This design comes from an exercise in tuning for small area, a short achievable clock period and few clock cycles on the open sky130 flow, not from production work.
Function was checked by simulation only, so behaviour that the tests miss may differ from the original.
Power is estimated from default activity; no workload was simulated.

--- design.v ---
package sys_array_pkg;
  localparam int unsigned DefaultRow  = 4;
  localparam int unsigned DefaultCol  = 4;
  localparam int unsigned DefaultEs   = 8;
  localparam int unsigned DefaultKMax = 64;
endpackage
module pe_mac #(
  parameter int unsigned ES    = 8,
  parameter int unsigned ACC_W = 22
) (
  input  logic             clk,
  input  logic             i_clr,
  input  logic             i_signed,
  input  logic [ES-1:0]    i_a,
  input  logic [ES-1:0]    i_b,
  output logic [ACC_W-1:0] o_acc
);
  logic [ACC_W-1:0] r_acc;
  logic [ACC_W-1:0] w_acc_q;
  logic w_pp_0_0;
  logic w_pp_0_1;
  logic w_pp_0_2;
  logic w_pp_0_3;
  logic w_pp_0_4;
  logic w_pp_0_5;
  logic w_pp_0_6;
  logic w_pp_0_7;
  logic w_pp_1_0;
  logic w_pp_1_1;
  logic w_pp_1_2;
  logic w_pp_1_3;
  logic w_pp_1_4;
  logic w_pp_1_5;
  logic w_pp_1_6;
  logic w_pp_1_7;
  logic w_pp_2_0;
  logic w_pp_2_1;
  logic w_pp_2_2;
  logic w_pp_2_3;
  logic w_pp_2_4;
  logic w_pp_2_5;
  logic w_pp_2_6;
  logic w_pp_2_7;
  logic w_pp_3_0;
  logic w_pp_3_1;
  logic w_pp_3_2;
  logic w_pp_3_3;
  logic w_pp_3_4;
  logic w_pp_3_5;
  logic w_pp_3_6;
  logic w_pp_3_7;
  logic w_pp_4_0;
  logic w_pp_4_1;
  logic w_pp_4_2;
  logic w_pp_4_3;
  logic w_pp_4_4;
  logic w_pp_4_5;
  logic w_pp_4_6;
  logic w_pp_4_7;
  logic w_pp_5_0;
  logic w_pp_5_1;
  logic w_pp_5_2;
  logic w_pp_5_3;
  logic w_pp_5_4;
  logic w_pp_5_5;
  logic w_pp_5_6;
  logic w_pp_5_7;
  logic w_pp_6_0;
  logic w_pp_6_1;
  logic w_pp_6_2;
  logic w_pp_6_3;
  logic w_pp_6_4;
  logic w_pp_6_5;
  logic w_pp_6_6;
  logic w_pp_6_7;
  logic w_pp_7_0;
  logic w_pp_7_1;
  logic w_pp_7_2;
  logic w_pp_7_3;
  logic w_pp_7_4;
  logic w_pp_7_5;
  logic w_pp_7_6;
  logic w_pp_7_7;
  logic w_s1, w_c2;
  logic w_s3, w_c4;
  logic w_s5, w_c6;
  logic w_s7, w_c8;
  logic w_s9, w_c10;
  logic w_s11, w_c12;
  logic w_s13, w_c14;
  logic w_s15, w_c16;
  logic w_s17, w_c18;
  logic w_s19, w_c20;
  logic w_s21, w_c22;
  logic w_s23, w_c24;
  logic w_s25, w_c26;
  logic w_s27, w_c28;
  logic w_s29, w_c30;
  logic w_s31, w_c32;
  logic w_s33, w_c34;
  logic w_s35, w_c36;
  logic w_s37, w_c38;
  logic w_s39, w_c40;
  logic w_s41, w_c42;
  logic w_s43, w_c44;
  logic w_s45, w_c46;
  logic w_s47, w_c48;
  logic w_s49, w_c50;
  logic w_s51, w_c52;
  logic w_s53, w_c54;
  logic w_s55, w_c56;
  logic w_s57, w_c58;
  logic w_s59, w_c60;
  logic w_s61, w_c62;
  logic w_s63, w_c64;
  logic w_s65, w_c66;
  logic w_s67, w_c68;
  logic w_s69, w_c70;
  logic w_s71, w_c72;
  logic w_s73, w_c74;
  logic w_s75, w_c76;
  logic w_s77, w_c78;
  logic w_s79, w_c80;
  logic w_s81, w_c82;
  logic w_s83, w_c84;
  logic w_s85, w_c86;
  logic w_s87, w_c88;
  logic w_s89, w_c90;
  logic w_s91, w_c92;
  logic w_s93, w_c94;
  logic w_s95, w_c96;
  logic w_s97, w_c98;
  logic w_s99, w_c100;
  logic w_s101, w_c102;
  logic w_s103, w_c104;
  logic w_s105, w_c106;
  logic w_s107, w_c108;
  logic w_s109, w_c110;
  logic w_s111, w_c112;
  logic w_s113, w_c114;
  logic w_s115, w_c116;
  logic w_s117, w_c118;
  logic w_s119, w_c120;
  logic w_s121, w_c122;
  logic w_s123, w_c124;
  logic w_s125, w_c126;
  logic w_s127, w_c128;
  logic w_s129, w_c130;
  logic [ACC_W-1:0] w_sum;
  logic w_g131, w_p132;
  logic w_g133, w_p134;
  logic w_g135, w_p136;
  logic w_g137, w_p138;
  logic w_g139, w_p140;
  logic w_g141, w_p142;
  logic w_g143, w_p144;
  logic w_g145, w_p146;
  logic w_g147, w_p148;
  logic w_g149, w_p150;
  logic w_g151, w_p152;
  logic w_g153, w_p154;
  logic w_g155, w_p156;
  logic w_g157, w_p158;
  logic w_g159;
  logic w_gg160;
  logic w_gg161;
  logic w_pp162;
  logic w_gg163;
  logic w_pp164;
  logic w_gg165;
  logic w_pp166;
  logic w_gg167;
  logic w_pp168;
  logic w_gg169;
  logic w_pp170;
  logic w_gg171;
  logic w_pp172;
  logic w_gg173;
  logic w_gg174;
  logic w_gg175;
  logic w_pp176;
  logic w_gg177;
  logic w_pp178;
  logic w_gg179;
  logic w_pp180;
  logic w_gg181;
  logic w_pp182;
  logic w_gg183;
  logic w_gg184;
  logic w_gg185;
  logic w_gg186;
  logic w_gg187;
  logic w_pp188;
  logic w_gg189;
  logic w_pp190;
  logic w_gg191;
  logic w_gg192;
  logic w_gg193;
  logic w_gg194;
  logic w_gg195;
  logic w_gg196;
  logic w_sm197;
  logic w_sm198;
  logic w_sm199;
  logic w_sm200;
  logic w_sm201;
  logic w_sm202;
  logic w_sm203;
  logic w_sm204;
  logic w_sm205;
  logic w_sm206;
  logic w_sm207;
  logic w_sm208;
  logic w_sm209;
  logic w_sm210;
  logic [5:0] w_hi0, w_hi1;
  assign w_acc_q = i_clr ? '0 : r_acc;
  assign w_pp_0_0 = i_a[0] & i_b[0];
  assign w_pp_0_1 = i_a[0] & i_b[1];
  assign w_pp_0_2 = i_a[0] & i_b[2];
  assign w_pp_0_3 = i_a[0] & i_b[3];
  assign w_pp_0_4 = i_a[0] & i_b[4];
  assign w_pp_0_5 = i_a[0] & i_b[5];
  assign w_pp_0_6 = i_a[0] & i_b[6];
  assign w_pp_0_7 = (i_a[0] & i_b[7]) ^ i_signed;
  assign w_pp_1_0 = i_a[1] & i_b[0];
  assign w_pp_1_1 = i_a[1] & i_b[1];
  assign w_pp_1_2 = i_a[1] & i_b[2];
  assign w_pp_1_3 = i_a[1] & i_b[3];
  assign w_pp_1_4 = i_a[1] & i_b[4];
  assign w_pp_1_5 = i_a[1] & i_b[5];
  assign w_pp_1_6 = i_a[1] & i_b[6];
  assign w_pp_1_7 = (i_a[1] & i_b[7]) ^ i_signed;
  assign w_pp_2_0 = i_a[2] & i_b[0];
  assign w_pp_2_1 = i_a[2] & i_b[1];
  assign w_pp_2_2 = i_a[2] & i_b[2];
  assign w_pp_2_3 = i_a[2] & i_b[3];
  assign w_pp_2_4 = i_a[2] & i_b[4];
  assign w_pp_2_5 = i_a[2] & i_b[5];
  assign w_pp_2_6 = i_a[2] & i_b[6];
  assign w_pp_2_7 = (i_a[2] & i_b[7]) ^ i_signed;
  assign w_pp_3_0 = i_a[3] & i_b[0];
  assign w_pp_3_1 = i_a[3] & i_b[1];
  assign w_pp_3_2 = i_a[3] & i_b[2];
  assign w_pp_3_3 = i_a[3] & i_b[3];
  assign w_pp_3_4 = i_a[3] & i_b[4];
  assign w_pp_3_5 = i_a[3] & i_b[5];
  assign w_pp_3_6 = i_a[3] & i_b[6];
  assign w_pp_3_7 = (i_a[3] & i_b[7]) ^ i_signed;
  assign w_pp_4_0 = i_a[4] & i_b[0];
  assign w_pp_4_1 = i_a[4] & i_b[1];
  assign w_pp_4_2 = i_a[4] & i_b[2];
  assign w_pp_4_3 = i_a[4] & i_b[3];
  assign w_pp_4_4 = i_a[4] & i_b[4];
  assign w_pp_4_5 = i_a[4] & i_b[5];
  assign w_pp_4_6 = i_a[4] & i_b[6];
  assign w_pp_4_7 = (i_a[4] & i_b[7]) ^ i_signed;
  assign w_pp_5_0 = i_a[5] & i_b[0];
  assign w_pp_5_1 = i_a[5] & i_b[1];
  assign w_pp_5_2 = i_a[5] & i_b[2];
  assign w_pp_5_3 = i_a[5] & i_b[3];
  assign w_pp_5_4 = i_a[5] & i_b[4];
  assign w_pp_5_5 = i_a[5] & i_b[5];
  assign w_pp_5_6 = i_a[5] & i_b[6];
  assign w_pp_5_7 = (i_a[5] & i_b[7]) ^ i_signed;
  assign w_pp_6_0 = i_a[6] & i_b[0];
  assign w_pp_6_1 = i_a[6] & i_b[1];
  assign w_pp_6_2 = i_a[6] & i_b[2];
  assign w_pp_6_3 = i_a[6] & i_b[3];
  assign w_pp_6_4 = i_a[6] & i_b[4];
  assign w_pp_6_5 = i_a[6] & i_b[5];
  assign w_pp_6_6 = i_a[6] & i_b[6];
  assign w_pp_6_7 = (i_a[6] & i_b[7]) ^ i_signed;
  assign w_pp_7_0 = (i_a[7] & i_b[0]) ^ i_signed;
  assign w_pp_7_1 = (i_a[7] & i_b[1]) ^ i_signed;
  assign w_pp_7_2 = (i_a[7] & i_b[2]) ^ i_signed;
  assign w_pp_7_3 = (i_a[7] & i_b[3]) ^ i_signed;
  assign w_pp_7_4 = (i_a[7] & i_b[4]) ^ i_signed;
  assign w_pp_7_5 = (i_a[7] & i_b[5]) ^ i_signed;
  assign w_pp_7_6 = (i_a[7] & i_b[6]) ^ i_signed;
  assign w_pp_7_7 = i_a[7] & i_b[7];
  assign w_s1 = w_pp_0_5 ^ w_pp_1_4;
  assign w_c2 = w_pp_0_5 & w_pp_1_4;
  assign w_s3 = w_pp_0_6 ^ w_pp_1_5 ^ w_pp_2_4;
  assign w_c4 = (w_pp_0_6 & w_pp_1_5) | (w_pp_0_6 & w_pp_2_4) | (w_pp_1_5 & w_pp_2_4);
  assign w_s5 = w_pp_3_3 ^ w_pp_4_2;
  assign w_c6 = w_pp_3_3 & w_pp_4_2;
  assign w_s7 = w_pp_1_6 ^ w_pp_2_5 ^ w_pp_3_4;
  assign w_c8 = (w_pp_1_6 & w_pp_2_5) | (w_pp_1_6 & w_pp_3_4) | (w_pp_2_5 & w_pp_3_4);
  assign w_s9 = w_pp_4_3 ^ w_pp_5_2 ^ w_pp_6_1;
  assign w_c10 = (w_pp_4_3 & w_pp_5_2) | (w_pp_4_3 & w_pp_6_1) | (w_pp_5_2 & w_pp_6_1);
  assign w_s11 = w_pp_0_7 ^ w_pp_7_0;
  assign w_c12 = w_pp_0_7 & w_pp_7_0;
  assign w_s13 = w_pp_2_6 ^ w_pp_3_5 ^ w_pp_4_4;
  assign w_c14 = (w_pp_2_6 & w_pp_3_5) | (w_pp_2_6 & w_pp_4_4) | (w_pp_3_5 & w_pp_4_4);
  assign w_s15 = w_pp_5_3 ^ w_pp_6_2 ^ i_signed;
  assign w_c16 = (w_pp_5_3 & w_pp_6_2) | (w_pp_5_3 & i_signed) | (w_pp_6_2 & i_signed);
  assign w_s17 = w_pp_1_7 ^ w_pp_7_1 ^ w_acc_q[8];
  assign w_c18 = (w_pp_1_7 & w_pp_7_1) | (w_pp_1_7 & w_acc_q[8]) | (w_pp_7_1 & w_acc_q[8]);
  assign w_s19 = w_pp_3_6 ^ w_pp_4_5 ^ w_pp_5_4;
  assign w_c20 = (w_pp_3_6 & w_pp_4_5) | (w_pp_3_6 & w_pp_5_4) | (w_pp_4_5 & w_pp_5_4);
  assign w_s21 = w_pp_6_3 ^ w_pp_2_7 ^ w_pp_7_2;
  assign w_c22 = (w_pp_6_3 & w_pp_2_7) | (w_pp_6_3 & w_pp_7_2) | (w_pp_2_7 & w_pp_7_2);
  assign w_s23 = w_pp_4_6 ^ w_pp_5_5 ^ w_pp_6_4;
  assign w_c24 = (w_pp_4_6 & w_pp_5_5) | (w_pp_4_6 & w_pp_6_4) | (w_pp_5_5 & w_pp_6_4);
  assign w_s25 = w_pp_0_3 ^ w_pp_1_2;
  assign w_c26 = w_pp_0_3 & w_pp_1_2;
  assign w_s27 = w_pp_0_4 ^ w_pp_1_3 ^ w_pp_2_2;
  assign w_c28 = (w_pp_0_4 & w_pp_1_3) | (w_pp_0_4 & w_pp_2_2) | (w_pp_1_3 & w_pp_2_2);
  assign w_s29 = w_pp_3_1 ^ w_pp_4_0;
  assign w_c30 = w_pp_3_1 & w_pp_4_0;
  assign w_s31 = w_pp_2_3 ^ w_pp_3_2 ^ w_pp_4_1;
  assign w_c32 = (w_pp_2_3 & w_pp_3_2) | (w_pp_2_3 & w_pp_4_1) | (w_pp_3_2 & w_pp_4_1);
  assign w_s33 = w_pp_5_0 ^ w_s1 ^ w_acc_q[5];
  assign w_c34 = (w_pp_5_0 & w_s1) | (w_pp_5_0 & w_acc_q[5]) | (w_s1 & w_acc_q[5]);
  assign w_s35 = w_pp_5_1 ^ w_pp_6_0 ^ w_c2;
  assign w_c36 = (w_pp_5_1 & w_pp_6_0) | (w_pp_5_1 & w_c2) | (w_pp_6_0 & w_c2);
  assign w_s37 = w_s5 ^ w_acc_q[6] ^ w_s3;
  assign w_c38 = (w_s5 & w_acc_q[6]) | (w_s5 & w_s3) | (w_acc_q[6] & w_s3);
  assign w_s39 = w_c6 ^ w_c4 ^ w_acc_q[7];
  assign w_c40 = (w_c6 & w_c4) | (w_c6 & w_acc_q[7]) | (w_c4 & w_acc_q[7]);
  assign w_s41 = w_s7 ^ w_s9 ^ w_s11;
  assign w_c42 = (w_s7 & w_s9) | (w_s7 & w_s11) | (w_s9 & w_s11);
  assign w_s43 = w_c8 ^ w_c10 ^ w_s13;
  assign w_c44 = (w_c8 & w_c10) | (w_c8 & w_s13) | (w_c10 & w_s13);
  assign w_s45 = w_c12 ^ w_s15 ^ w_s17;
  assign w_c46 = (w_c12 & w_s15) | (w_c12 & w_s17) | (w_s15 & w_s17);
  assign w_s47 = w_c14 ^ w_acc_q[9] ^ w_s19;
  assign w_c48 = (w_c14 & w_acc_q[9]) | (w_c14 & w_s19) | (w_acc_q[9] & w_s19);
  assign w_s49 = w_c16 ^ w_c18 ^ w_s21;
  assign w_c50 = (w_c16 & w_c18) | (w_c16 & w_s21) | (w_c18 & w_s21);
  assign w_s51 = w_c20 ^ w_pp_3_7 ^ w_pp_7_3;
  assign w_c52 = (w_c20 & w_pp_3_7) | (w_c20 & w_pp_7_3) | (w_pp_3_7 & w_pp_7_3);
  assign w_s53 = w_acc_q[10] ^ w_s23 ^ w_c22;
  assign w_c54 = (w_acc_q[10] & w_s23) | (w_acc_q[10] & w_c22) | (w_s23 & w_c22);
  assign w_s55 = w_pp_5_6 ^ w_pp_6_5 ^ w_c24;
  assign w_c56 = (w_pp_5_6 & w_pp_6_5) | (w_pp_5_6 & w_c24) | (w_pp_6_5 & w_c24);
  assign w_s57 = w_pp_4_7 ^ w_pp_7_4 ^ w_acc_q[11];
  assign w_c58 = (w_pp_4_7 & w_pp_7_4) | (w_pp_4_7 & w_acc_q[11]) | (w_pp_7_4 & w_acc_q[11]);
  assign w_s59 = w_pp_6_6 ^ w_pp_5_7 ^ w_pp_7_5;
  assign w_c60 = (w_pp_6_6 & w_pp_5_7) | (w_pp_6_6 & w_pp_7_5) | (w_pp_5_7 & w_pp_7_5);
  assign w_s61 = w_pp_0_2 ^ w_pp_1_1;
  assign w_c62 = w_pp_0_2 & w_pp_1_1;
  assign w_s63 = w_pp_2_1 ^ w_pp_3_0 ^ w_s25;
  assign w_c64 = (w_pp_2_1 & w_pp_3_0) | (w_pp_2_1 & w_s25) | (w_pp_3_0 & w_s25);
  assign w_s65 = w_c26 ^ w_s29 ^ w_acc_q[4];
  assign w_c66 = (w_c26 & w_s29) | (w_c26 & w_acc_q[4]) | (w_s29 & w_acc_q[4]);
  assign w_s67 = w_c30 ^ w_c28 ^ w_s31;
  assign w_c68 = (w_c30 & w_c28) | (w_c30 & w_s31) | (w_c28 & w_s31);
  assign w_s69 = w_c32 ^ w_s35 ^ w_c34;
  assign w_c70 = (w_c32 & w_s35) | (w_c32 & w_c34) | (w_s35 & w_c34);
  assign w_s71 = w_c36 ^ w_c38 ^ w_s39;
  assign w_c72 = (w_c36 & w_c38) | (w_c36 & w_s39) | (w_c38 & w_s39);
  assign w_s73 = w_c40 ^ w_s43 ^ w_c42;
  assign w_c74 = (w_c40 & w_s43) | (w_c40 & w_c42) | (w_s43 & w_c42);
  assign w_s75 = w_c44 ^ w_s47 ^ w_c46;
  assign w_c76 = (w_c44 & w_s47) | (w_c44 & w_c46) | (w_s47 & w_c46);
  assign w_s77 = w_c48 ^ w_s51 ^ w_c50;
  assign w_c78 = (w_c48 & w_s51) | (w_c48 & w_c50) | (w_s51 & w_c50);
  assign w_s79 = w_c52 ^ w_s55 ^ w_s57;
  assign w_c80 = (w_c52 & w_s55) | (w_c52 & w_s57) | (w_s55 & w_s57);
  assign w_s81 = w_acc_q[12] ^ w_c56 ^ w_c58;
  assign w_c82 = (w_acc_q[12] & w_c56) | (w_acc_q[12] & w_c58) | (w_c56 & w_c58);
  assign w_s83 = w_pp_6_7 ^ w_pp_7_6 ^ w_acc_q[13];
  assign w_c84 = (w_pp_6_7 & w_pp_7_6) | (w_pp_6_7 & w_acc_q[13]) | (w_pp_7_6 & w_acc_q[13]);
  assign w_s85 = w_pp_0_1 ^ w_pp_1_0;
  assign w_c86 = w_pp_0_1 & w_pp_1_0;
  assign w_s87 = w_pp_2_0 ^ w_s61 ^ w_acc_q[2];
  assign w_c88 = (w_pp_2_0 & w_s61) | (w_pp_2_0 & w_acc_q[2]) | (w_s61 & w_acc_q[2]);
  assign w_s89 = w_c62 ^ w_acc_q[3] ^ w_s63;
  assign w_c90 = (w_c62 & w_acc_q[3]) | (w_c62 & w_s63) | (w_acc_q[3] & w_s63);
  assign w_s91 = w_s27 ^ w_c64 ^ w_s65;
  assign w_c92 = (w_s27 & w_c64) | (w_s27 & w_s65) | (w_c64 & w_s65);
  assign w_s93 = w_c66 ^ w_s33 ^ w_s67;
  assign w_c94 = (w_c66 & w_s33) | (w_c66 & w_s67) | (w_s33 & w_s67);
  assign w_s95 = w_c68 ^ w_s37 ^ w_s69;
  assign w_c96 = (w_c68 & w_s37) | (w_c68 & w_s69) | (w_s37 & w_s69);
  assign w_s97 = w_s41 ^ w_c70 ^ w_s71;
  assign w_c98 = (w_s41 & w_c70) | (w_s41 & w_s71) | (w_c70 & w_s71);
  assign w_s99 = w_c72 ^ w_s45 ^ w_s73;
  assign w_c100 = (w_c72 & w_s45) | (w_c72 & w_s73) | (w_s45 & w_s73);
  assign w_s101 = w_s49 ^ w_c74 ^ w_s75;
  assign w_c102 = (w_s49 & w_c74) | (w_s49 & w_s75) | (w_c74 & w_s75);
  assign w_s103 = w_s53 ^ w_c76 ^ w_s77;
  assign w_c104 = (w_s53 & w_c76) | (w_s53 & w_s77) | (w_c76 & w_s77);
  assign w_s105 = w_c54 ^ w_s79 ^ w_c78;
  assign w_c106 = (w_c54 & w_s79) | (w_c54 & w_c78) | (w_s79 & w_c78);
  assign w_s107 = w_s59 ^ w_c80 ^ w_s81;
  assign w_c108 = (w_s59 & w_c80) | (w_s59 & w_s81) | (w_c80 & w_s81);
  assign w_s109 = w_c60 ^ w_s83 ^ w_c82;
  assign w_c110 = (w_c60 & w_s83) | (w_c60 & w_c82) | (w_s83 & w_c82);
  assign w_s111 = w_pp_7_7 ^ w_acc_q[14] ^ w_c84;
  assign w_c112 = (w_pp_7_7 & w_acc_q[14]) | (w_pp_7_7 & w_c84) | (w_acc_q[14] & w_c84);
  assign w_s113 = i_signed ^ w_acc_q[15];
  assign w_c114 = i_signed & w_acc_q[15];
  assign w_s115 = i_signed ^ w_acc_q[16];
  assign w_c116 = i_signed & w_acc_q[16];
  assign w_s117 = i_signed ^ w_acc_q[17];
  assign w_c118 = i_signed & w_acc_q[17];
  assign w_s119 = i_signed ^ w_acc_q[18];
  assign w_c120 = i_signed & w_acc_q[18];
  assign w_s121 = i_signed ^ w_acc_q[19];
  assign w_c122 = i_signed & w_acc_q[19];
  assign w_s123 = i_signed ^ w_acc_q[20];
  assign w_c124 = i_signed & w_acc_q[20];
  assign w_s125 = i_signed ^ w_acc_q[21];
  assign w_c126 = i_signed & w_acc_q[21];
  assign w_s127 = w_pp_0_0 ^ w_acc_q[0];
  assign w_c128 = w_pp_0_0 & w_acc_q[0];
  assign w_s129 = w_acc_q[1] ^ w_s85 ^ w_c128;
  assign w_c130 = (w_acc_q[1] & w_s85) | (w_acc_q[1] & w_c128) | (w_s85 & w_c128);
  assign w_g131 = w_c86 & w_s87;
  assign w_p132 = w_c86 ^ w_s87;
  assign w_g133 = w_c88 & w_s89;
  assign w_p134 = w_c88 ^ w_s89;
  assign w_g135 = w_c90 & w_s91;
  assign w_p136 = w_c90 ^ w_s91;
  assign w_g137 = w_c92 & w_s93;
  assign w_p138 = w_c92 ^ w_s93;
  assign w_g139 = w_c94 & w_s95;
  assign w_p140 = w_c94 ^ w_s95;
  assign w_g141 = w_c96 & w_s97;
  assign w_p142 = w_c96 ^ w_s97;
  assign w_g143 = w_c98 & w_s99;
  assign w_p144 = w_c98 ^ w_s99;
  assign w_g145 = w_c100 & w_s101;
  assign w_p146 = w_c100 ^ w_s101;
  assign w_g147 = w_c102 & w_s103;
  assign w_p148 = w_c102 ^ w_s103;
  assign w_g149 = w_c104 & w_s105;
  assign w_p150 = w_c104 ^ w_s105;
  assign w_g151 = w_c106 & w_s107;
  assign w_p152 = w_c106 ^ w_s107;
  assign w_g153 = w_c108 & w_s109;
  assign w_p154 = w_c108 ^ w_s109;
  assign w_g155 = w_c110 & w_s111;
  assign w_p156 = w_c110 ^ w_s111;
  assign w_g157 = w_c112 & w_s113;
  assign w_p158 = w_c112 ^ w_s113;
  assign w_g159 = w_g131 | (w_p132 & w_c130);
  assign w_gg160 = w_g133 | (w_p134 & w_g159);
  assign w_gg161 = w_g137 | (w_p138 & w_g135);
  assign w_pp162 = w_p138 & w_p136;
  assign w_gg163 = w_g141 | (w_p142 & w_g139);
  assign w_pp164 = w_p142 & w_p140;
  assign w_gg165 = w_g145 | (w_p146 & w_g143);
  assign w_pp166 = w_p146 & w_p144;
  assign w_gg167 = w_g149 | (w_p150 & w_g147);
  assign w_pp168 = w_p150 & w_p148;
  assign w_gg169 = w_g153 | (w_p154 & w_g151);
  assign w_pp170 = w_p154 & w_p152;
  assign w_gg171 = w_g157 | (w_p158 & w_g155);
  assign w_pp172 = w_p158 & w_p156;
  assign w_gg173 = w_g135 | (w_p136 & w_gg160);
  assign w_gg174 = w_gg161 | (w_pp162 & w_gg160);
  assign w_gg175 = w_g143 | (w_p144 & w_gg163);
  assign w_pp176 = w_p144 & w_pp164;
  assign w_gg177 = w_gg165 | (w_pp166 & w_gg163);
  assign w_pp178 = w_pp166 & w_pp164;
  assign w_gg179 = w_g151 | (w_p152 & w_gg167);
  assign w_pp180 = w_p152 & w_pp168;
  assign w_gg181 = w_gg169 | (w_pp170 & w_gg167);
  assign w_pp182 = w_pp170 & w_pp168;
  assign w_gg183 = w_g139 | (w_p140 & w_gg174);
  assign w_gg184 = w_gg163 | (w_pp164 & w_gg174);
  assign w_gg185 = w_gg175 | (w_pp176 & w_gg174);
  assign w_gg186 = w_gg177 | (w_pp178 & w_gg174);
  assign w_gg187 = w_g155 | (w_p156 & w_gg181);
  assign w_pp188 = w_p156 & w_pp182;
  assign w_gg189 = w_gg171 | (w_pp172 & w_gg181);
  assign w_pp190 = w_pp172 & w_pp182;
  assign w_gg191 = w_g147 | (w_p148 & w_gg186);
  assign w_gg192 = w_gg167 | (w_pp168 & w_gg186);
  assign w_gg193 = w_gg179 | (w_pp180 & w_gg186);
  assign w_gg194 = w_gg181 | (w_pp182 & w_gg186);
  assign w_gg195 = w_gg187 | (w_pp188 & w_gg186);
  assign w_gg196 = w_gg189 | (w_pp190 & w_gg186);
  assign w_sm197 = w_p132 ^ w_c130;
  assign w_sm198 = w_p134 ^ w_g159;
  assign w_sm199 = w_p136 ^ w_gg160;
  assign w_sm200 = w_p138 ^ w_gg173;
  assign w_sm201 = w_p140 ^ w_gg174;
  assign w_sm202 = w_p142 ^ w_gg183;
  assign w_sm203 = w_p144 ^ w_gg184;
  assign w_sm204 = w_p146 ^ w_gg185;
  assign w_sm205 = w_p148 ^ w_gg186;
  assign w_sm206 = w_p150 ^ w_gg191;
  assign w_sm207 = w_p152 ^ w_gg192;
  assign w_sm208 = w_p154 ^ w_gg193;
  assign w_sm209 = w_p156 ^ w_gg194;
  assign w_sm210 = w_p158 ^ w_gg195;
  assign w_sum[1:0] = {w_s129, w_s127};
  assign w_sum[15:2] = {w_sm210, w_sm209, w_sm208, w_sm207, w_sm206, w_sm205, w_sm204, w_sm203, w_sm202, w_sm201, w_sm200, w_sm199, w_sm198, w_sm197};
  assign w_hi0 = {w_c124, w_c122, w_c120, w_c118, w_c116, w_c114} + {w_s125, w_s123, w_s121, w_s119, w_s117, w_s115};
  assign w_hi1 = {w_c124, w_c122, w_c120, w_c118, w_c116, w_c114} + {w_s125, w_s123, w_s121, w_s119, w_s117, w_s115} + 1'b1;
  assign w_sum[21:16] = w_gg196 ? w_hi1 : w_hi0;
  always_ff @(posedge clk) begin
    r_acc <= w_sum;
  end
  assign o_acc = r_acc;
endmodule
module systolic_array_os #(
  parameter int unsigned ROW   = sys_array_pkg::DefaultRow,
  parameter int unsigned COL   = sys_array_pkg::DefaultCol,
  parameter int unsigned ES    = sys_array_pkg::DefaultEs,
  parameter int unsigned K_MAX = sys_array_pkg::DefaultKMax,
  parameter int unsigned ACC_W = 2 * ES + $clog2(K_MAX)
) (
  input  logic                         clk,
  input  logic                         rst_n,
  input  logic                         start,
  input  logic [$clog2(K_MAX+1)-1:0]   k_len,
  input  logic                         signed_mode,
  input  logic                         in_vld,
  output logic                         in_rdy,
  input  logic [ROW*ES-1:0]            a_vec,
  input  logic [COL*ES-1:0]            b_vec,
  output logic                         out_vld,
  input  logic                         out_rdy,
  output logic [COL*ACC_W-1:0]         out_row,
  output logic [$clog2(ROW)-1:0]       out_row_idx,
  output logic                         out_last,
  output logic                         busy,
  output logic                         done
);
  localparam int unsigned KW = $clog2(K_MAX + 1);
  localparam int unsigned RW = $clog2(ROW);
  logic          r_feed;       
  logic          r_zero;       
  logic          r_first;      
  logic [KW-1:0] r_k_rem;      
  logic          r_signed;
  logic [ES-1:0] r_a_n [ROW];
  logic [ES-1:0] r_b_n [COL];
  logic [ROW-1:0] r_clr;       
  logic          r_last;       
  logic          r_out_vld;
  logic [RW-1:0] r_row;
  logic          r_row_last;   
  logic [ROW-1:0] r_row_sel;   
  logic          r_rdy_any;    
  logic          r_rdy_last;   
  logic [KW-1:0]    w_k_clamp;
  logic             w_start, w_acc_free, w_in_rdy, w_fire, w_issue, w_xfer;
  logic             w_feed_d, w_zero_d, w_first_d, w_last_d, w_out_vld_d, w_row_last_d;
  logic [RW-1:0]    w_row_d;
  logic [ACC_W-1:0] w_acc [ROW][COL];
  assign w_k_clamp = (k_len > KW'(K_MAX)) ? KW'(K_MAX) : k_len;
  assign w_start   = start & ~busy;
  assign w_xfer    = r_out_vld & out_rdy;
  assign w_acc_free = ~r_last & (~r_out_vld | (r_row_last & out_rdy));
  assign w_in_rdy   = r_rdy_any | (r_rdy_last & out_rdy);
  assign w_fire     = in_vld & w_in_rdy;
  assign w_issue    = w_fire | (r_zero & w_acc_free);
  always_comb begin
    w_feed_d  = r_feed;
    w_zero_d  = r_zero;
    w_first_d = r_first;
    if (w_start) begin
      w_feed_d  = (w_k_clamp != '0);
      w_zero_d  = (w_k_clamp == '0);
      w_first_d = 1'b1;
    end else begin
      if (w_fire) begin
        w_first_d = 1'b0;
        if (r_k_rem == KW'(1)) w_feed_d = 1'b0;
      end
      if (r_zero && w_acc_free) w_zero_d = 1'b0;
    end
    w_last_d     = w_issue & (r_zero | (r_k_rem == KW'(1)));
    w_out_vld_d  = r_out_vld;
    w_row_d      = r_row;
    w_row_last_d = r_row_last;
    if (r_last) begin
      w_out_vld_d  = 1'b1;
      w_row_d      = '0;
      w_row_last_d = 1'b0;
    end else if (w_xfer) begin
      w_out_vld_d  = ~r_row_last;
      w_row_d      = r_row + RW'(1);
      w_row_last_d = (r_row == RW'(ROW - 2));
    end
  end
  always_ff @(posedge clk) begin
    if (!rst_n) begin
      r_feed     <= 1'b0;
      r_zero     <= 1'b0;
      r_first    <= 1'b0;
      r_clr      <= '1;
      r_last     <= 1'b0;
      r_out_vld  <= 1'b0;
      r_row      <= '0;
      r_row_last <= 1'b0;
      r_row_sel  <= '0;
      r_rdy_any  <= 1'b0;
      r_rdy_last <= 1'b0;
    end else begin
      r_feed     <= w_feed_d;
      r_zero     <= w_zero_d;
      r_first    <= w_first_d;
      r_clr      <= {ROW{w_xfer}} & r_row_sel;
      r_last     <= w_last_d;
      r_out_vld  <= w_out_vld_d;
      r_row      <= w_row_d;
      r_row_last <= w_row_last_d;
      for (int r = 0; r < ROW; r++) r_row_sel[r] <= w_out_vld_d & (w_row_d == RW'(r));
      r_rdy_any  <= w_feed_d & (~w_first_d | (~w_last_d & ~w_out_vld_d));
      r_rdy_last <= w_feed_d & w_first_d & ~w_last_d & w_row_last_d;
    end
  end
  always_ff @(posedge clk) begin
    if (w_start) begin
      r_k_rem <= w_k_clamp;
    end else if (w_fire) begin
      r_k_rem <= r_k_rem - KW'(1);
    end
  end
  always_ff @(posedge clk) begin
    if (!rst_n) begin
      r_signed <= 1'b0;
    end else if (w_start) begin
      r_signed <= signed_mode;
    end
  end
  always_ff @(posedge clk) begin
    for (int r = 0; r < ROW; r++) r_a_n[r] <= ~((w_fire & rst_n) ? a_vec[r*ES +: ES] : '0);
    for (int c = 0; c < COL; c++) r_b_n[c] <= ~b_vec[c*ES +: ES];
  end
  for (genvar gr = 0; gr < ROW; gr++) begin : g_row
    for (genvar gc = 0; gc < COL; gc++) begin : g_col
      pe_mac #(
        .ES   (ES),
        .ACC_W(ACC_W)
      ) u_pe (
        .clk     (clk),
        .i_clr   (r_clr[gr]),
        .i_signed(r_signed),
        .i_a     (~r_a_n[gr]),
        .i_b     (~r_b_n[gc]),
        .o_acc   (w_acc[gr][gc])
      );
    end
  end
  always_comb begin
    out_row = '0;
    for (int r = 0; r < ROW; r++)
      for (int c = 0; c < COL; c++)
        out_row[c*ACC_W +: ACC_W] = out_row[c*ACC_W +: ACC_W] | (w_acc[r][c] & {ACC_W{r_row_sel[r]}});
  end
  assign in_rdy      = w_in_rdy;
  assign out_vld     = r_out_vld;
  assign out_row_idx = r_row;
  assign out_last    = r_row_last;
  assign busy        = r_feed | r_zero;
  assign done        = r_row_last & out_rdy;
endmodule
--- flow/run.sh ---
#!/bin/bash
# Standard ORFS layout with three changes:
#  - synthesis skips Yosys's early "abc -fast", so full adders are extracted from the
#    RTL's own adder expressions (no inverters between adder cells); registers are
#    unchanged,
#  - ports are buffered with buf_2 instead of a delay buffer,
#  - repair_timing aims at a tighter setup margin.
set -u
sed -e 's/synth -nofsm -noshare/synth -nofsm -noshare -noabc/' synth_recipe.tcl > synth_noabc.tcl
bash standard.sh SYNTH_SCRIPT=$PWD/synth_noabc.tcl SETUP_SLACK_MARGIN=5.3 \
  "BUFFER_PORTS_ARGS=-buffer_cell sky130_fd_sc_hd__buf_2" finish > standard.log 2>&1
--- standard.sh ---
#!/bin/bash
# synth_recipe.tcl (not shown) runs the flow's synth.tcl, then flattens the netlist and writes it again
# the make line also repeats each setting of config.mk as NAME=value (left out here)
make -C /OpenROAD-flow-scripts/flow DESIGN_CONFIG=/design/flow/config.mk WORK_HOME=/design/flow/orfs CLKGATE_MAP_FILE= SYNTH_SCRIPT=/design/flow/synth_recipe.tcl "${@:-finish}"
--- config.mk ---
export PLATFORM = sky130hd
export DESIGN_NAME = systolic_array_os
export DESIGN_NICKNAME = systolic_array_os
export VERILOG_FILES = /design/flow/design.v
export SDC_FILE = /design/flow/constraint.sdc
export NUM_CORES = 4
export LEC_CHECK = 0
export CAP_MARGIN = 5
export CORE_MARGIN = 2
export CORE_UTILIZATION = 60
export CTS_CLUSTER_DIAMETER = 100
export CTS_CLUSTER_SIZE = 40
export SLEW_MARGIN = 5
--- constraint.sdc ---
create_clock -name core_clock -period 10.0 [get_ports {clk}]
set_input_delay 2.0000 -clock core_clock [delete_from_list [all_inputs] [get_ports {clk}]]
set_output_delay 2.0000 -clock core_clock [all_outputs]
set_load 0.01 [all_outputs]
==> metrics.md, run 1 <==
| Metric | Value |
|---|---|
| Area Overhead vs Synth | `11.17%` |
| Number of DRC markers in iteration 0 | `2497` |
| Nets | `6712` |
| Status | `no timing/DRC/antenna violations` |
| Fill cells | `6839` |
| Seq pwr share | `34.9%` |
| Clock sink count | `442` |
| Critical Path AT | `5180 ps` |
| Crit share post-route | `46.22%` |
| Vias post-DR | `38010` |
| Utilization after layout | `67.35%` |
| Placed Cells | `6269` |
| GRT busiest layer | `met2` |
| Register area | `9014 um2` |
| Post-Syn Area | `51660 um2` |
| Grt met3 use | `4.404%` |
| Sw power | `2.762 mW` |
| H-tree depth | `1` |
| Initial Utilization | `60.58%` |
| Die Span X | `297.4 um` |
| Worst Setup Path Type | `register to register` |
| CTS tree | `done` |
| Peak Freq | `216.4 MHz` |
| PD cells | `123.8 nW/um2` |
| Clock Skews | `28.52 ps` |
| RSZ-0062 raised after global routing | `true` |
| First-pass GRT wire length | `230400 um` |
| Maximum vdd drop | `0.1657 mV` |
| P_leak | `30.93 nW` |
| DR vias/cell | `5.947` |
| Ant. Diodes | `0` |
| Max Slew Vio Count | `0` |
| Root buf cell | `clkbuf_16` |
| Slew HR | `43.89%` |
| Largest net degree at the start of global routing | `53` |
| Post-Route WL | `151600 um` |
| Post-DRT Antenna Nets | `0` |
| Area of the multi-input gates | `42580 um2` |
| Pre-CTS WS | `4095 ps` |
| Clock-pin slew on the worst setup and hold paths | `110 ps` |
| Initial antenna violation count | `3` |
| Clk Latency, worst-skew pair | `660 ps` |
| Core Area | `85280 um2` |
| # IOs | `172` |
| Switching Fraction | `38.83%` |
| Final non-filler cell total | `6392` |
| Final hold violation count | `0` |
| YS warnings | `7` |
| FFs w/ async S/R, synth | `0%` |
| Seq/Total Area, Yosys | `17.26%` |
| Worst slew pin tran | `839.7 ps` |
| CP max FO | `15` |
| CTS max path bufs | `3` |
| Syn_area_per_cell | `9.977 um2` |
| Initial DRT Pass Iterations | `6` |
| Post-route cell area | `57440 um2` |
| TritonCTS buffer count | `30` |
| IO buf count | `171` |
| GRT overflow | `0` |
| Post-route setup slack | `5378 ps` |
| Syn Inst Count | `5178` |
| Cts hold-fix bufs | `0` |
| Synth Register Bits | `442` |
| Setup TNS Final | `0 ps` |
| Setup violators final | `0` |
| Crit path time final | `4622 ps` |
| Remaining DRCs | `0` |
| Ys flop type | `dfxtp_1` |
| Die Ht | `297.4 um` |
| Post-DP Area | `54380 um2` |
| Worst min-delay path class | `register to register` |
| Yosys top cell by area | `fa_1` |
| Syn_nets | `6666` |
| Setup crit start kind | `register` |
| Crit path required time | `10560 ps` |
| Setup crit end kind | `register` |
| Dpl hpwl | `100200 um` |
| All-Layer GR Usage | `33.61%` |
| Cell row count | `107` |
| Met1 Track Usage GR | `45.19%` |
| Synth top area share | `34.72%` |
| Share of post-route cells with drive strength above 1 | `11.70%` |
| Max-cap viol count | `0` |
| Routed len/inst | `23.71 um` |
| Met2 usage | `56.98%` |
| Final GP Congestion | `0.8491` |
| Die Area | `88470 um2` |
| Power Internal | `4.351 mW` |
| Clk pwr share | `21.2%` |
| Comb power frac | `44.0%` |
| Post-synth cell types | `56` |
| Vias in the first global route | `39840` |
| EDFF count, synth | `7` |
| Top cells by area, synth | `fa_1 (35%), dfxtp_1 (17%), ha_1 (12%)` |
==> flip-flops by register name (all words and copies together), names as in the netlist, 2 cells and up <==
signal	count
g_row.g_col.u_pe.r_acc	352
r_row	2
r_a_n	32
r_b_n	32
r_clr	4
r_row_sel	4
r_k_rem	7
==> kinds of logic (layout without fill, tap and decap cells) <==
group | Yosys count | in the layout | synth area share [%]
AND/OR/NAND/NOR | 1841 | 1841 | 15.93
adder cells (fa/ha/maj) | 1411 | 1411 | 47.19
AO/OA/AOI/OAI | 574 | 574 | 7.423
XOR/XNOR | 544 | 544 | 9.222
flip-flops | 442 | 442 | 17.26
buffers and inverters | 350 | 420 | 2.618
multiplexers | 16 | 16 | 0.3560
==> placed cells by master (no fill, tap or decap), types with 10 or more instances in the layout <==
master	instances
a21o_1	86
a21oi_1	108
a21oi_2	43
a22oi_1	176
and3_1	17
and4_1	11
buf_12	35
buf_2	171
buf_4	42
buf_6	23
buf_8	13
clkbuf_16	42
dfxtp_1	403
dfxtp_2	10
dfxtp_4	22
fa_1	852
fa_2	44
ha_1	485
ha_4	28
inv_1	48
mux2_1	15
nand2_1	237
nand2b_1	16
nand3_1	29
nand4_1	36
nor2_1	1085
nor2b_1	366
o211ai_1	18
o21a_1	20
o21ai_0	48
o21ai_1	15
o21ai_2	14
o21bai_1	10
xnor2_1	177
xor2_1	316
xor2_2	51
==> final cells by class <==
class | instances | area share, %
tap | 1144 | 2.492
timing repair buffer | 316 | 5.420
multi-input combinational | 4386 | 74.13
sequential | 442 | 15.69
clock inverter | 24 | 0.5947
inverter | 48 | 0.3137
clock buffer | 32 | 1.357
==> metal layers <==
layer  part of all wire [%]  vias up
met1                     41    19490
met5                      0        -
met4                    4.1        0
li1                       -    16900
met2                     48     1340
met3                    7.2      291
==> power groups by stage <==
stage	sequential [mW]	combinational, mW	clock [mW]
after floorplan	2.40	2.43	0
after global placement	2.51	2.92	0
after detailed placement	2.51	2.99	0
after CTS	2.47	3.07	1.53
after global routing	2.53	3.51	1.58
final	2.48	3.13	1.50
==> critical path: stages (launching register included) <==
cell and delay [ps]:
dfxtp_4 450, buf_12 210, nor2_1 90, fa_1 510
fa_1 460, fa_1 500, fa_1 500, ha_1 420
nand3_1 140, a21oi_2 160, a21oi_2 60, a21oi_2 270
o41a_1 350, mux2_1 350
==> Yosys cell counts (81+ instances only) <==
master	count
dfxtp_1	435
xor2_1	367
xnor2_1	177
nor2b_1	366
fa_1	896
nand2_1	237
nor2_1	1087
a21o_1	86
a21oi_1	155
ha_1	515
a22oi_1	176
buf_1	81
clkbuf_1	195
==> path summary, 6_finish.rpt <==
path | endpoint | start | slack [ps] | depth (start not counted)
setup / recovery | g_row[1].g_col[1].u_pe.r_acc[17] | r_a_n[1][2] | 5380 | 13
hold / removal | r_feed | r_feed | 510 | 2
setup reg to reg | g_row[1].g_col[1].u_pe.r_acc[17] | r_a_n[1][2] | 5380 | 13
hold reg to reg | r_feed | r_feed | 510 | 2
==> repair_timing <==
action / CTS / global route
setup endpoints to repair: 222 / 99
pin swaps: 7 / 19
setup buffers: 17 / 31
resized for setup: 105 / 139
cloned: 9 / 10
==> per-stage QoR <==
step / total power [mW] / hold WS, ps
detailed placement: 5.502 / 498.7
floorplan: 4.834 / 468.7
finish: 7.113 / 513.1
CTS: 7.078 / 513.1
global route: 7.620 / 579.9
global placement: 5.429 / 492.4
Testbench counts, summed over its fixed seeds: cycles 12,017.
==> run 2: changes to the inputs <==
--- a/config.mk
+++ b/config.mk
@@ -10,4 +10,4 @@
 export CORE_UTILIZATION = 60
-export CTS_CLUSTER_DIAMETER = 100
-export CTS_CLUSTER_SIZE = 40
+export CTS_CLUSTER_DIAMETER = 80
+export CTS_CLUSTER_SIZE = 30
 export SLEW_MARGIN = 5
==> run 2 against run 1 <==
  * Still clean on timing, DRC and antenna
  * Via count rose by 0.46%
  * Sequential power barely moved
  * Setup slack got worse by 80 ps
  * Utilization rose by 0.63 points
  * Cell count rose by 0.48%
  * First-iteration DRC count rose by 4.2%
  * Design area rose by 0.93%
  * Combinational power barely moved
  * Clock-buffer cell count rose by 16
  * Total power rose by 5.7%
  * Synthesized cell count did not move
  * Fmax fell by 1.7%
  * Largest cell class unchanged
==> metrics.md, run 2 <==
| Metric | Value |
|---|---|
| Post-DP Area | `54380 um2 (unchanged)` |
| CTS tree | `done` |
| Syn_nets | `6666 (unchanged)` |
| Largest net degree at the start of global routing | `53 (unchanged)` |
| Crit share post-route | `47.01% (+0.80 points)` |
| First-pass GRT wire length | `228900 um (-0.68%)` |
| Max reg flops | `352 (unchanged)` |
| P_leak | `31.18 nW (+0.82%)` |
| Seq/Total Area, Yosys | `17.26% (unchanged)` |
| Root buf cell | `clkbuf_16` |
| Ant. Diodes | `0 (unchanged)` |
| Nets | `6733 (+0.31%)` |
| Vias post-DR | `38190 (+0.46%)` |
| Setup crit end kind | `output pin` |
| Clock-pin slew on the worst setup and hold paths | `90 ps (-20 ps)` |
| YS warnings | `7 (unchanged)` |
| TritonCTS buffer count | `42 (+40%)` |
| Slew HR | `46.31% (+2.4 points)` |
| Clk Latency, worst-skew pair | `620 ps (-40 ps)` |
| Number of DRC markers in iteration 0 | `2602 (+4.2%)` |
| GRT overflow | `0 (unchanged)` |
| Syn Inst Count | `5178 (unchanged)` |
| Final hold violation count | `0 (unchanged)` |
| PD cells | `129.7 nW/um2 (+4.7%)` |
| Die Ht | `297.4 um (unchanged)` |
| Reg with most FFs | `g_row.g_col.u_pe.r_acc` |
| Crit path time final | `4701 ps (+79.85 ps)` |
| Vias in the first global route | `39960 (+0.29%)` |
| IO buf count | `171 (unchanged)` |
| Share of post-route cells with drive strength above 1 | `12.28% (+0.58 points)` |
| Cell row count | `107 (unchanged)` |
| Critical Path AT | `2700 ps (-2480 ps)` |
| Initial DRT Pass Iterations | `7 (+1)` |
| Setup TNS Final | `0 ps (unchanged)` |
| Die Area | `88470 um2 (unchanged)` |
| FFs w/ async S/R, synth | `0% (unchanged)` |
| Fill cells | `6763 (-1.1%)` |
| Commonest non-fill, non-tap cells in the layout | `nor2_1 (1084), fa_1 (851), ha_1 (486)` |
| Worst min-delay path class | `register to register` |
| Post-synth cell types | `56 (unchanged)` |
| Setup crit start kind | `register` |
| Flop-to-flop setup slack | `5350 ps (-30 ps)` |
| Setup violators final | `0 (unchanged)` |
| CP max FO | `45 (+30)` |
| H-tree depth | `2 (+1)` |
| Ys flop type | `dfxtp_1` |
| Top cells by area, synth | `fa_1 (35%), dfxtp_1 (17%), ha_1 (12%)` |
| Max-cap viol count | `0 (unchanged)` |
| Worst Setup Path Type | `register to output pin` |
| Remaining DRCs | `0 (unchanged)` |
| CTS max path bufs | `3 (unchanged)` |
| Status | `no timing/DRC/antenna violations` |
| Synth top area share | `34.72% (unchanged)` |
| RSZ-0062 raised after global routing | `true` |
| Final GP Congestion | `0.8491 (unchanged)` |
| Synth Register Bits | `442 (unchanged)` |
| Most frequent cells after synthesis | `nor2_1 (1087), fa_1 (896), ha_1 (515)` |
| Post-Route WL | `151600 um (about the same)` |
| Initial Utilization | `60.58% (unchanged)` |
| Top-count cell post-synth | `nor2_1` |
| Yosys top cell by area | `fa_1` |
| Clock Skews | `24.70 ps (-3.825 ps)` |
| Dpl hpwl | `100200 um (unchanged)` |
| Max Slew Vio Count | `0 (unchanged)` |
| Peak Freq | `212.7 MHz (-1.7%)` |
| Most common cell after layout, fill and taps aside | `nor2_1` |
| Syn_area_per_cell | `9.977 um2 (unchanged)` |
| Initial antenna violation count | `3 (unchanged)` |
| Core Area | `85280 um2 (unchanged)` |
| Worst slew pin tran | `803.5 ps (-36.21 ps)` |
| EDFF count, synth | `7 (unchanged)` |
| # IOs | `172 (unchanged)` |
| Maximum vdd drop | `0.1219 mV (-26%)` |
| Largest regs | `g_row.g_col.u_pe.r_acc (352), r_a_n (32), r_b_n (32)` |
| Post-route cell area | `57970 um2 (+0.93%)` |
| Crit path required time | `8000 ps (-2560 ps)` |
| Post-DRT Antenna Nets | `0 (unchanged)` |
| Area Overhead vs Synth | `12.21%` |
| All-Layer GR Usage | `33.31% (-0.31 points)` |
| Post-Syn Area | `51660 um2 (unchanged)` |
| Die Span X | `297.4 um (unchanged)` |
| DR vias/cell | `5.946 (about the same)` |
| Routed len/inst | `23.61 um (-0.43%)` |
| Clock sink count | `442 (unchanged)` |
==> run 2: timing repair <==
action                                 CTS  global route
resized for setup                       93           145
setup buffers                           12            43
hold buffers                             0             0
setup endpoints to repair              209            94
gates cloned                             5            16
pin swaps                                4            19
endpoints found under the hold margin    0             0
==> run 2: metal layers <==
metal	GRT usage [%]	share of wire (%)	routed length (um)	vias up
met1	44.83	41	62070	19460
met4	10.47	4.2	6337	0
met5	0	0	0	-
met3	4.769	7.4	11290	316
met2	55.87	47	71930	1452
li1	-	-	-	16960
==> run 2: logic make-up (layout without fill, tap and decap cells) <==
kind of cell    after synthesis  count (layout)  share of synthesized area, %
mux                          16              16                        0.3560
compound gates              574             574                         7.423
simple gates               1841            1841                         15.93
xor+xnor                    544             544                         9.222
flops                       442             442                         17.26
fa+ha+maj                  1411            1411                         47.19
buf+inv                     350             451                         2.618
==> run 2: critical path, stage by stage, from the launching register on <==
cell and delay, ps:
dfxtp_4 800, buf_6 470, a22oi_1 250, nand2_1 270, buf_2 180
==> run 2: where the power goes <==
group / switching, mW / internal [mW]
Clock: 0.926 / 0.967
Sequential: 0.272 / 2.21
Combinational: 1.67 / 1.47
Total: 2.87 / 4.65
==> run 2: layout make-up <==
class	count	area, um2	share of cell area, %
multi-input combinational	4386	42590	73.46
sequential	442	9010	15.54
timing repair buffer	325	3188	5.499
tap	1144	1431	2.469
clock buffer	48	1157	1.996
clock inverter	30	416.7	0.7187
inverter	48	180.2	0.3108
==> run 2: stage by stage <==
stage	worst slack [ps]	utilization [%]	std cells	total power, mW	hold WS (ps)
global placement	4205	63.77	6269	5.429	492.4
CTS	5264	66.45	6364	7.461	511.9
floorplan	4741	-	5178	4.834	468.7
global route	5220	67.98	6423	8.022	579.0
finish	5299	67.98	6423	7.518	506.5
detailed placement	4095	63.77	6269	5.502	498.7
==> run 2: worst paths after layout <==
check	startpoint	end	cells after the start
max	r_row_sel[2]	out_row[4]	4
max reg2reg	r_clr[1]	g_row[1].g_col[1].u_pe.r_acc[17]	13
min reg2reg	r_feed	r_feed	2
min	r_feed	r_feed	2
==> run 3: changes to the inputs <==
--- a/flow/run.sh
+++ b/flow/run.sh
@@ -9,3 +9,3 @@
 sed -e 's/synth -nofsm -noshare/synth -nofsm -noshare -noabc/' synth_recipe.tcl > synth_noabc.tcl
-bash standard.sh SYNTH_SCRIPT=$PWD/synth_noabc.tcl SETUP_SLACK_MARGIN=5.3 \
+bash standard.sh SYNTH_SCRIPT=$PWD/synth_noabc.tcl SETUP_SLACK_MARGIN=5.2 \
   "BUFFER_PORTS_ARGS=-buffer_cell sky130_fd_sc_hd__buf_2" finish > standard.log 2>&1
==> run 3 against run 2 <==
  * Still clean
  * Utilization decreased by 1.0 points
  * Sequential power about the same
  * Routed wire length decreased by 3.9%
  * Area after synthesis unchanged
  * Die area unchanged
  * Largest cell class unchanged
  * Largest power group unchanged
==> metrics.md, run 3 <==
| Metric | Value |
|---|---|
| Status | `no timing/DRC/antenna violations` |
| Max Slew Vio Count | `0 (unchanged)` |
| EDFF count, synth | `7 (unchanged)` |
| Placed Cells | `6267 (-0.032%)` |
| Final hold violation count | `0 (unchanged)` |
| H-tree depth | `2 (unchanged)` |
| Worst slew pin tran | `725.7 ps (-77.76 ps)` |
| DR vias/cell | `5.893 (-0.89%)` |
| Dpl hpwl | `99820 um (-0.42%)` |
| Clk Latency, worst-skew pair | `630 ps (about the same)` |
| Syn Inst Count | `5178 (unchanged)` |
| First-pass GRT wire length | `226200 um (-1.2%)` |
| Share of post-route cells with drive strength above 1 | `11.08% (-1.2 points)` |
| Synth Register Bits | `442 (unchanged)` |
| Register area | `9000 um2 (-0.11%)` |
| Critical Path End | `out_row[34]` |
| Post-route setup slack | `5237 ps (-61.33 ps)` |
| Area Overhead vs Synth | `10.53%` |
| Critical Path AT | `2760 ps (+60 ps)` |
| Max reg flops | `352 (unchanged)` |
| Initial DRT Pass Iterations | `8 (+1)` |
| Initial Utilization | `60.58% (unchanged)` |
| Max-cap viol count | `0 (unchanged)` |
| Vias in the first global route | `40520 (+1.4%)` |
| Peak Freq | `210.0 MHz (-1.3%)` |
| Crit share post-route | `47.63% (+0.61 points)` |
| Clock Skews | `34.10 ps (+9.399 ps)` |
| FFs w/ async S/R, synth | `0% (unchanged)` |
| Routed len/inst | `22.86 um (-3.2%)` |
| P_leak | `30.79 nW (-1.2%)` |
| Worst hold slack | `527.0 ps (+20.54 ps)` |
| Synth top area share | `34.72% (unchanged)` |
| All-Layer GR Usage | `32.87% (-0.43 points)` |
| Critical Path Source | `r_row_sel[1]` |
| Seq/Total Area, Yosys | `17.26% (unchanged)` |
| CTS max path bufs | `3 (unchanged)` |
| Setup crit start kind | `register` |
| Final GP Congestion | `0.8451 (-0.47%)` |
| Post-route cell area | `57100 um2 (-1.5%)` |
| Total chip power | `7.413 mW (-1.4%)` |
| Worst R2R End | `g_row[0].g_col[3].u_pe.r_acc[17]` |
| Post-DRT Antenna Nets | `0 (unchanged)` |
| Worst Setup Path Type | `register to output pin` |
| IO buf count | `171 (unchanged)` |
| Die Area | `88470 um2 (unchanged)` |
| Cell row count | `107 (unchanged)` |
| CTS tree | `done` |
| Reg with most FFs | `g_row.g_col.u_pe.r_acc` |
| Die Span X | `297.4 um (unchanged)` |
| Area of the multi-input gates | `42460 um2 (-0.30%)` |
| Crit path time final | `4763 ps (+61.33 ps)` |
| YS warnings | `7 (unchanged)` |
| RSZ-0062 raised after global routing | `false` |
| Top sig layer | `met4` |
| Maximum vdd drop | `0.1521 mV (+25%)` |
| Largest net degree at the start of global routing | `63 (+19%)` |
| Setup violators final | `0 (unchanged)` |
| Post-Route WL | `145800 um (-3.9%)` |
| Setup TNS Final | `0 ps (unchanged)` |
| TritonCTS buffer count | `40 (-4.8%)` |
| Nets | `6692 (-0.61%)` |
| Fill cells | `6943 (+2.7%)` |
| Syn_area_per_cell | `9.977 um2 (unchanged)` |
| Initial antenna violation count | `2 (-1)` |
| Number of DRC markers in iteration 0 | `2504 (-3.8%)` |
| Met1 Wirelength | `59990 um (-3.4%)` |
| Crit path required time | `8000 ps (about the same)` |
| Post-Syn Area | `51660 um2 (unchanged)` |
| PD cells | `129.8 nW/um2 (+0.11%)` |
| Utilization after layout | `66.96% (-1.0 points)` |
| Top cells by area, synth | `fa_1 (35%), dfxtp_1 (17%), ha_1 (12%)` |
| Pre-CTS WS | `4302 ps (+206.7 ps)` |
| CP max FO | `49 (+8.9%)` |
| Flop-to-flop setup slack | `5320 ps (-30 ps)` |
| Final non-filler cell total | `6378 (-0.70%)` |
| Slew HR | `51.62% (+5.3 points)` |
| Setup crit end kind | `output pin` |
| Core Area | `85280 um2 (unchanged)` |
| Ant. Diodes | `0 (unchanged)` |
| Clock sink count | `442 (unchanged)` |
| Root buf cell | `clkbuf_16` |
| Yosys top cell by area | `fa_1` |
| Met2 WL | `70800 um (-1.6%)` |
| RR Startpoint | `r_b_n[3][4]` |
| Commonest non-fill, non-tap cells in the layout | `nor2_1 (1085), fa_1 (856), ha_1 (486)` |
| Die Ht | `297.4 um (unchanged)` |
| Syn_nets | `6666 (unchanged)` |
| R2r worst-path depth | `14 (+1)` |
| Remaining DRCs | `0 (unchanged)` |
| Post-DP Area | `54340 um2 (about the same)` |
| Most common cell after layout, fill and taps aside | `nor2_1` |
| Ys flop type | `dfxtp_1` |
| Post-synth cell types | `56 (unchanged)` |
| Largest regs | `g_row.g_col.u_pe.r_acc (352), r_a_n (32), r_b_n (32)` |
| GRT overflow | `0 (unchanged)` |
| Most frequent cells after synthesis | `nor2_1 (1087), fa_1 (896), ha_1 (515)` |
| Top-count cell post-synth | `nor2_1` |
| Vias post-DR | `37580 (-1.6%)` |
| # IOs | `172 (unchanged)` |
| Clock-pin slew on the worst setup and hold paths | `80 ps (about the same)` |
| Worst min-delay path class | `register to register` |
| Routed wl met3 | `9846 um (-13%)` |
-- run 3: logic make-up (layout without fill, tap and decap cells) --
group,count (synthesis),in the layout,synth area share [%]
buffers and inverters,350,406,2.618
flip-flops,442,442,17.26
multiplexers,16,16,0.3560
AO/OA/AOI/OAI,574,574,7.423
AND/OR/NAND/NOR,1841,1841,15.93
XOR/XNOR,544,544,9.222
adder cells (fa/ha/maj),1411,1411,47.19
-- run 3: worst min path at each step --
stage	slack, ps	depth (start not counted)	start	endpoint
after floorplan	470	2	r_first	r_first
after global placement	500	2	r_feed	r_feed
after detailed placement	510	2	r_feed	r_feed
after CTS	520	2	r_feed	r_feed
after global routing	560	2	r_row_last	r_row_last
final	530	2	r_row_last	r_row_last
-- run 3: per-layer routing --
layer	track usage, %	up-vias
met5	0	-
met4	10.37	0
met3	4.996	240
met2	56.01	1216
met1	43.29	19270
li1	-	16860
-- run 3: repair_timing --
| item | in CTS | in global routing |
|---|---|---|
| endpoints found under the setup margin | 169 | 92 |
| buffers inserted | 6 | 26 |
| pin swaps | 1 | 10 |
| gates resized for setup | 47 | 131 |
| cloned | 2 | 5 |
| hold buffers | 0 | 0 |
-- run 3: final cells by class --
class / instances / share of cell area (%)
Timing Repair Buffer: 286 / 4.395
Sequential cell: 442 / 15.76
Inverter: 48 / 0.3155
Clock buffer: 41 / 1.797
Multi-Input combinational cell: 4386 / 74.36
Clock inverter: 31 / 0.8611
Tap cell: 1144 / 2.507
-- run 3: critical path: stages, from the launching register on --
cell	delay, ps
dfxtp_4	790
buf_6	480
a22oi_1	270
nand2_1	320
buf_2	230
-- run 3: power by group --
| group | total [mW] | switching [mW] | internal [mW] |
|---|---|---|---|
| Clock | 1.84 | 0.918 | 0.926 |
| Combinational | 3.08 | 1.64 | 1.44 |
| Sequential | 2.49 | 0.273 | 2.21 |
| Total | 7.41 | 2.83 | 4.58 |
==> run 4: changes to the inputs <==
==> flow/run.sh (replaced) <==
#!/bin/bash
# Standard ORFS layout with these changes:
#  - synthesis skips Yosys's early "abc -fast", so full adders are extracted from the
#    RTL's own adder expressions (no inverters between adder cells); registers are
#    unchanged,
#  - ports are buffered with buf_2 instead of a delay buffer,
#  - repair_timing aims at a tighter setup margin, set per stage.
set -u
sed -e 's/synth -nofsm -noshare/synth -nofsm -noshare -noabc/' synth_recipe.tcl > synth_noabc.tcl
A=(SYNTH_SCRIPT=$PWD/synth_noabc.tcl "BUFFER_PORTS_ARGS=-buffer_cell sky130_fd_sc_hd__buf_2")
bash standard.sh "${A[@]}" SETUP_SLACK_MARGIN=4.5 floorplan > standard_1.log 2>&1
bash standard.sh "${A[@]}" SETUP_SLACK_MARGIN=5.3 finish > standard_2.log 2>&1
--- a/config.mk
+++ b/config.mk
@@ -10,4 +10,4 @@
 export CORE_UTILIZATION = 60
-export CTS_CLUSTER_DIAMETER = 80
-export CTS_CLUSTER_SIZE = 30
+export CTS_CLUSTER_DIAMETER = 100
+export CTS_CLUSTER_SIZE = 40
 export SLEW_MARGIN = 5
==> run 4 against run 3 <==
  * Non-clock buffer count is 55 higher
  * Fmax is 3.0% higher
  * Clock-buffer cell count down 8
  * Clock power fell by 15%
  * Setup slack better by 140 ps
  * First-iteration DRC count increased by 12%
  * Total power is 4.8% lower
  * Die area stayed put
  * Register-to-register slack better by 60 ps
  * Via count rose by 0.96%
  * Routed wire length increased by 4.0%
  * Critical endpoint is now out_row[66]
  * Largest cell class unchanged
  * Largest power group unchanged
  * Highest routed layer unchanged
==> metrics.md, run 4 <==
| Metric | Value |
|---|---|
| Status | `no timing/DRC/antenna violations` |
| Setup crit end kind | `output pin` |
| R2r worst-path depth | `15 (+1)` |
| Share of post-route cells with drive strength above 1 | `10.49% (-0.60 points)` |
| Max Slew Vio Count | `0 (unchanged)` |
| Setup violators final | `0 (unchanged)` |
| Placed Cells | `6268 (+0.016%)` |
| Grt met3 use | `4.777% (-0.22 points)` |
| CP max FO | `45 (-8.2%)` |
| Met2 usage | `55.25% (-0.76 points)` |
| All-Layer GR Usage | `33.38% (+0.51 points)` |
| Critical Path AT | `2620 ps (-140 ps)` |
| Yosys top cell by area | `fa_1` |
| Initial DRT Pass Iterations | `7 (-1)` |
| Maximum vdd drop | `0.1619 mV (+6.4%)` |
| Clk pwr share | `22.2% (-2.7 points)` |
| Ys flop type | `dfxtp_1` |
| Post-route cell area | `57490 um2 (+0.67%)` |
| Post-Syn Area | `51660 um2 (unchanged)` |
| Post-DRT Antenna Nets | `0 (unchanged)` |
| DR vias/cell | `5.909 (+0.28%)` |
| Initial antenna violation count | `1 (-1)` |
| Nets | `6738 (+0.69%)` |
| Worst R2R End | `g_row[0].g_col[3].u_pe.r_acc[17]` |
| Worst min-delay path class | `register to register` |
| RSZ-0062 raised after global routing | `true` |
| WHS Path Cells | `2 (unchanged)` |
| YS warnings | `7 (unchanged)` |
| Top-count cell post-synth | `nor2_1` |
| Peak Freq | `216.2 MHz (+3.0%)` |
| Die Ht | `297.4 um (unchanged)` |
| Sw power | `2.776 mW (-2.0%)` |
| CTS max path bufs | `3 (unchanged)` |
| Most common cell after layout, fill and taps aside | `nor2_1` |
| FFs w/ async S/R, synth | `0% (unchanged)` |
| Syn_nets | `6666 (unchanged)` |
| Vias post-DR | `37940 (+0.96%)` |
| Crit share post-route | `46.25% (-1.4 points)` |
| Final non-filler cell total | `6421 (+0.67%)` |
| Setup crit start kind | `register` |
| TritonCTS buffer count | `31 (-23%)` |
| Total chip power | `7.058 mW (-4.8%)` |
| Post-Route WL | `151600 um (+4.0%)` |
| Seq/Total Area, Yosys | `17.26% (unchanged)` |
| Hold_sp | `r_feed` |
| First-pass GRT wire length | `229300 um (+1.4%)` |
| Initial Utilization | `60.58% (unchanged)` |
| GRT busiest layer | `met2` |
| Worst Hold End | `r_feed` |
| Worst slew pin tran | `687.4 ps (-38.36 ps)` |
| Dpl hpwl | `97400 um (-2.4%)` |
| PD cells | `122.8 nW/um2 (-5.4%)` |
| Post-DP Area | `53490 um2 (-1.6%)` |
| Routed len/inst | `23.61 um (+3.3%)` |
| Synth Register Bits | `442 (unchanged)` |
| Power Internal | `4.282 mW (-6.5%)` |
| Syn_area_per_cell | `9.977 um2 (unchanged)` |
| GRT overflow | `0 (unchanged)` |
| Area of the multi-input gates | `42100 um2 (-0.85%)` |
| Worst hold slack | `505.0 ps (-22.03 ps)` |
| Synth top area share | `34.72% (unchanged)` |
| Die Span X | `297.4 um (unchanged)` |
| Vias in the first global route | `40170 (-0.85%)` |
| Pre-CTS WS | `4092 ps (-210.1 ps)` |
| Area Overhead vs Synth | `11.27%` |
| Critical Path Source | `r_row_sel[2]` |
| Root buf cell | `clkbuf_16` |
| CTS tree | `done` |
| Cell row count | `107 (unchanged)` |
| Crit path time final | `4625 ps (-138.0 ps)` |
| Number of DRC markers in iteration 0 | `2795 (+12%)` |
| IO buf count | `171 (unchanged)` |
| RR Startpoint | `r_signed` |
| Most frequent cells after synthesis | `nor2_1 (1087), fa_1 (896), ha_1 (515)` |
| Worst Setup Path Type | `register to output pin` |
| Post-route setup slack | `5375 ps (+138.0 ps)` |
| Post-synth cell types | `56 (unchanged)` |
| Syn Inst Count | `5178 (unchanged)` |
| Final GP Congestion | `0.8605 (+1.8%)` |
| Die Area | `88470 um2 (unchanged)` |
| Clk Latency, worst-skew pair | `680 ps (+50 ps)` |
| Max reg flops | `352 (unchanged)` |
| Commonest non-fill, non-tap cells in the layout | `nor2_1 (1078), fa_1 (887), ha_1 (506)` |
| Final hold violation count | `0 (unchanged)` |
| Comb power frac | `42.7% (+1.1 points)` |
| Setup TNS Final | `0 ps (unchanged)` |
| Max-cap viol count | `0 (unchanged)` |
| Flop-to-flop setup slack | `5380 ps (+60 ps)` |
| Clock-pin slew on the worst setup and hold paths | `100 ps (+20 ps)` |
| Reg with most FFs | `g_row.g_col.u_pe.r_acc` |
| Crit path required time | `8000 ps (about the same)` |
| Largest regs | `g_row.g_col.u_pe.r_acc (352), r_a_n (32), r_b_n (32)` |
| Slew HR | `54.06% (+2.4 points)` |
| Clock Skews | `33.40 ps (-0.6940 ps)` |
| H-tree depth | `1 (-1)` |
| P_leak | `31.25 nW (+1.5%)` |
| Met1 Track Usage GR | `45.35% (+2.1 points)` |
| Register area | `9015 um2 (+0.17%)` |
| Fill cells | `6840 (-1.5%)` |
| Remaining DRCs | `0 (unchanged)` |
| Core Area | `85280 um2 (unchanged)` |
| Top cells by area, synth | `fa_1 (35%), dfxtp_1 (17%), ha_1 (12%)` |
| # IOs | `172 (unchanged)` |
| Clock sink count | `442 (unchanged)` |
| Utilization after layout | `67.41% (+0.45 points)` |
| EDFF count, synth | `7 (unchanged)` |
| Seq pwr share | `35.1% (+1.5 points)` |
| Switching Fraction | `39.33% (+1.1 points)` |
| Largest net degree at the start of global routing | `57 (-9.5%)` |
-- run 4: worst max-delay path: stages, from the launching register on --
cell     delay [ps]
dfxtp_4         620
buf_6           470
a22oi_1         270
nand2_1         320
buf_2           200
-- run 4: cell type report --
type	count	share of cell area, %
Multi-Input combinational cell	4386	73.24
Sequential cell	442	15.68
Timing Repair Buffer	341	6.181
Tap cell	1144	2.490
Clock buffer	33	1.362
Clock inverter	24	0.7204
Inverter	48	0.3134
Antenna cell	3	0.01306
-- run 4: worst max path at each step --
stage | end | cells past startpoint | slack (ps)
floorplan | g_row[0].g_col[3].u_pe.r_acc[17] | 18 | 4410
global placement | g_row[3].g_col[0].u_pe.r_acc[20] | 12 | 4170
detailed placement | g_row[3].g_col[0].u_pe.r_acc[21] | 13 | 4090
CTS | g_row[0].g_col[0].u_pe.r_acc[20] | 15 | 5250
global route | g_row[0].g_col[3].u_pe.r_acc[17] | 15 | 5220
finish | out_row[66] | 4 | 5380
-- run 4: logic make-up after synthesis --
kind of cell / after synthesis / share of synthesized area (%)
AOI/OAI and AO/OA: 574 / 7.423
xor gates and xnor gates: 544 / 9.222
adders and majority gates: 1411 / 47.19
buffers and inverters: 350 / 2.618
DFF: 442 / 17.26
muxes: 16 / 0.3560
and+or+nand+nor: 1841 / 15.93
-- run 4: metal layers --
metal  part of all wire [%]  wire, um  vias to the layer above
met5                      0         0                        -
met4                    4.4      6667                        0
met3                    7.7     11740                      247
met2                     47     70830                     1420
met1                     41     62400                    19300
li1                       -         -                    16970
-- run 4: repair_timing --
| action | in CTS | in global routing |
|---|---|---|
| hold buffers | 0 | 0 |
| endpoints found under the setup margin | 237 | 134 |
| pin swaps | 7 | 57 |
| gates resized for setup | 123 | 198 |
| buffers inserted | 26 | 45 |
| gates cloned | 6 | 16 |
-- run 4: power groups by stage --
stage                     clock network [mW]  registers, mW  logic [mW]
after detailed placement                   0           2.52        2.79
after CTS                               1.59           2.47        2.89
final                                   1.57           2.48        3.01
after floorplan                            0           2.40        2.27
after global routing                    1.66           2.52        3.39
after global placement                     0           2.52        2.73

[afterwards: timing with drivers on the ports]
How much do the figures lean on ideal ports? The routed layouts below were timed once more, with nothing changed but the port constraints. Step 1, drivers: a clkbuf_16 drives clk and a buf_2 each remaining input, both assumed. Step 2, shift: input delay + t, output delay - t, t = (earliest + latest rising clock arrival at the registers) / 2. This alone moves slack from input paths to output paths. a / b / c = ideal ports / drivers / drivers and shift; a / b = the first two.
run	t (ns)	setup slack, ns
run 1	0.722	5.378 / 5.306 / 5.378
run 2	0.675	5.299 / 5.230 / 5.354
run 3	0.678	5.237 / 5.167 / 5.322
run 4	0.736	5.375 / 5.303 / 5.378
After both steps setup and hold are still met in every run listed.
